What follows belongs to an exercise in optimizing a design on an open flow for small area; a production flow would make more cautious choices. The RTL was checked by simulation tests, not by an equivalence proof against the original design. No activity file was given, so power comes from the tool's default toggle rates.

run A:
// fb_readout
module fb_readout (
	input logic axi_clock,
	input logic global_reset,
	input logic frame_start,
	input logic line_start,
	input logic pixel_den,
	input logic arready,
	input logic zoom,	 
	output logic ar_valid,
	output logic [28:0] ar_addr,
	input logic r_valid,
	input logic r_last,
	input logic [255:0] r_data,
	output logic pixels_valid,
	output logic [23:0] pixels_rgb
);
Size in the first run: about 3100 flip-flops, roughly 320 I/O pins, about 100000 um^2 of cells after synthesis.
export LEC_CHECK = 0
export CAP_MARGIN = 20
export CORE_MARGIN = 2
export CORE_UTILIZATION = 40
export SLEW_MARGIN = 20
export SYNTH_MEMORY_MAX_BITS = 16384
create_clock -name core_clock -period 10.0 [get_ports {axi_clock}]
run.sh (not shown) runs the stock make flow with config.mk's settings and CLKGATE_MAP_FILE= SYNTH_SCRIPT=/design/flow/synth_recipe.tcl, a recipe that flattens the netlist after the stock synthesis.
The following lists how run B was set up differently from run A:
- putting CTS_CLUSTER_DIAMETER at 50 where nothing was set
- putting CTS_CLUSTER_SIZE at 36 where nothing was set
- swapping 40 for 60 in CORE_UTILIZATION
--- outcome ---
- pixels_rgb[18] as the worst setup path endpoint was reported by run A, and pixels_rgb[13] by run B.
- The total design power in run B sits 8.0% below the value recorded for run A.
- Taking run A as the reference, in run B antenna diode count shrank by 22; leakage power summed over all cells shrank by 1.4 nW; final design area excluding fillers shrank by about 3.5%; detailed route wirelength on metal3 shrank by about 43%.
- On post-route clock period utilization, the higher figure sits with run A, not run B.
Modified inputs, run C compared to run B
- CORE_UTILIZATION changed from 60 to 40
- CTS_CLUSTER_SIZE changed from 36 to 32
- CTS_CLUSTER_DIAMETER changed from 50 to 60
--- outcome ---
Compared with run B, in run C worst voltage drop across the vdd grid lost about 30%; cell count after placement now larger. Delta (run C minus run B): tightest slew margin relative to the limit -3.4 points; worst setup slack went down. pixel_scanout_inst.line_cnt[0] as the origin of the worst setup path was reported by run C, and pixel_scanout_inst.x[0] by run B. In terms of required arrival time at the worst endpoint, run C and run B differ only marginally. Per the comparison of run C with run B, post-route non-filler standard cell count +1099, power -about 2.6%, summed area of non-filler cells in the final layout +0.47%. Via count of the first global-routing pass: higher on run C. Run B ended up with pixels_rgb[13] as its last element of the critical path; run C ended up with pixels_rgb[6].

* * *

== P ==
Another version of the RTL of fb_readout (not shown whole).
Size in the first run: about 3100 flip-flops, ~100000 um2 of cells after synthesis.
==> flow/config.mk <==
export PLATFORM = sky130hd
export DESIGN_NAME = fb_readout
export DESIGN_NICKNAME = fb_readout
export VERILOG_FILES = /design/flow/design.v
export SDC_FILE = /design/flow/constraint.sdc
export NUM_CORES = 4
export LEC_CHECK = 0
export CAP_MARGIN = 5
export CORE_MARGIN = 2
export CORE_UTILIZATION = 60
export SLEW_MARGIN = 5
export SYNTH_MEMORY_MAX_BITS = 16384
==> flow/constraint.sdc <==
create_clock -name core_clock -period 10.0 [get_ports {axi_clock}]
set_input_delay 2.0000 -clock core_clock [delete_from_list [all_inputs] [get_ports {axi_clock}]]
set_output_delay 2.0000 -clock core_clock [all_outputs]
set_load 0.01 [all_outputs]
standard.sh (not shown) runs the stock make flow with config.mk's settings and CLKGATE_MAP_FILE= SYNTH_SCRIPT=/design/flow/synth_recipe.tcl, a recipe that flattens the netlist after the stock synthesis.
==> flow/flow/run.sh <==
#!/bin/bash
# The standard layout with two changes: ports get the smallest buffer, and
# clock tree synthesis uses large sink clusters without dummy loads.
set -euo pipefail
cd "$(dirname "$0")/.."
export BUFFER_PORTS_ARGS="-buffer_cell sky130_fd_sc_hd__buf_1"
export CTS_ARGS="-sink_clustering_enable -repair_clock_nets -dont_use_dummy_load -sink_clustering_size 36 -sink_clustering_max_diameter 80 -buf_list sky130_fd_sc_hd__clkbuf_16"
bash standard.sh > flow_standard.log 2>&1
> inputs changed (P -> Q)
- CAP_MARGIN: 5 -> 20
- SLEW_MARGIN: 5 -> 20
==> flow/flow/run.sh <==
#!/bin/bash
# The standard layout with two changes: ports get the smallest buffer, and
# clock tree synthesis uses large sink clusters without dummy loads.
set -euo pipefail
cd "$(dirname "$0")/.."
export BUFFER_PORTS_ARGS="-buffer_cell sky130_fd_sc_hd__buf_1"
export CTS_ARGS="-sink_clustering_enable -repair_clock_nets -dont_use_dummy_load -sink_clustering_size 20 -sink_clustering_max_diameter 80 -buf_list sky130_fd_sc_hd__clkbuf_16 -sink_clustering_buffer sky130_fd_sc_hd__clkbuf_8"
bash standard.sh > flow_standard.log 2>&1
--- outcome ---
Higher final cell area excluding filler cells goes to P over Q.
The total vias in the final route on Q is in line with that on P.
The area growth from synthesis to layout reported for Q is smaller than that of P by 0.68 points.
### Q -> R
- swapping 60 for 50 in CORE_UTILIZATION
==> run summary <==
- R finished every stage and its layout cleared the timing, design-rule and antenna checks.
- As far as cell-internal power is concerned, R and Q perform about the same.
- In the reports for Q and R, the smaller final antenna diode count belongs to Q.
- [compare] base=Q new=R: non-clock buffer count saw an increase; effective utilization at floorplan saw a decrease; core utilization saw a decrease.
Input-level comparison between S and R:
- CORE_UTILIZATION changed from 50 to 60
==> flow/flow/run.sh <==
#!/bin/bash
# The standard layout with two changes: ports get the smallest buffer, and
# clock tree synthesis uses large sink clusters without dummy loads.
set -euo pipefail
cd "$(dirname "$0")/.."
export BUFFER_PORTS_ARGS="-buffer_cell sky130_fd_sc_hd__buf_1"
export CTS_ARGS="-sink_clustering_enable -repair_clock_nets -dont_use_dummy_load -sink_clustering_size 36 -sink_clustering_max_diameter 80 -buf_list sky130_fd_sc_hd__clkbuf_16"
bash standard.sh > flow_standard.log 2>&1
## What came out
- Die area (higher): R
- Relative contribution of the clock network to total power: S vs R up 2.0 points
- Of the two values seen for uppermost signal routing layer after detailed routing, met4 was produced by R and met5 by S.
- Setup slack for S is higher than for R.
- Changes observed in S relative to R: met3 routing resource usage after global routing now larger; global routing met1 resource utilization rose by 5.6 points.
- Lower power was reported by R, not S.
- Looking at R and S, the area overhead of the layout relative to synthesis is a wash.
What T does differently from S at the input level:
==> flow/flow/run.sh <==
#!/bin/bash
# The standard layout with two changes: ports get the smallest buffer, and
# clock tree synthesis uses large sink clusters without dummy loads.
set -euo pipefail
cd "$(dirname "$0")/.."
export BUFFER_PORTS_ARGS="-buffer_cell sky130_fd_sc_hd__buf_1"
export CTS_ARGS="-sink_clustering_enable -repair_clock_nets -dont_use_dummy_load -sink_clustering_size 40 -sink_clustering_max_diameter 65 -buf_list sky130_fd_sc_hd__clkbuf_16"
bash standard.sh > flow_standard.log 2>&1
Findings:
- Total wire length after detailed routing: T vs S up about 0.4%
- Delta (T minus S): required time reported for the critical path endpoint essentially unchanged; delay of the slowest cell on the worst path essentially unchanged.
- Looking at final area across T and S, the one that comes out higher is T.

==> separate check: timing with driven ports <==
The results above use ideal ports. As a check the final layouts listed here were re-extracted and re-timed, cells and wires unchanged. Step 1, drivers: a clkbuf_16 drives axi_clock and a buf_2 each remaining input, both assumed. Step 2 moves the port delays by t, midway between the first and last clock arrival at a register: inputs arrive t later, outputs are due t later. That takes back most of the time a late clock gives input paths. a / b / c = ideal ports / drivers / drivers and shift; a / b = the first two.
run | shift t [ns] | slack for setup (ns) | worst setup path at the end | pins driven straight from the clock port
run A | 0.980 | 3.531 / 3.436 / 4.416 | register to output | 1
run B | 0.895 | 3.965 / 3.882 / 4.448 | input to register | 1
run C | 0.907 | 3.545 / 3.459 / 4.366 | register to output | 1
P | 0.849 | 4.168 / 4.087 / 3.928 | input to register | 1
Q | 0.835 | 4.129 / 4.047 / 3.975 | input to register | 1
R | 0.838 | 4.001 / 3.915 / 3.724 | input to register | 1
S | 0.849 | 4.168 / 4.087 / 3.928 | input to register | 1
T | 0.853 | 4.102 / 4.021 / 3.931 | input to register | 1
After both steps every run listed still meets setup and hold. For R, which loses most, drivers alone change the setup slack by -0.086 ns; drivers and shift together by -0.277 ns.
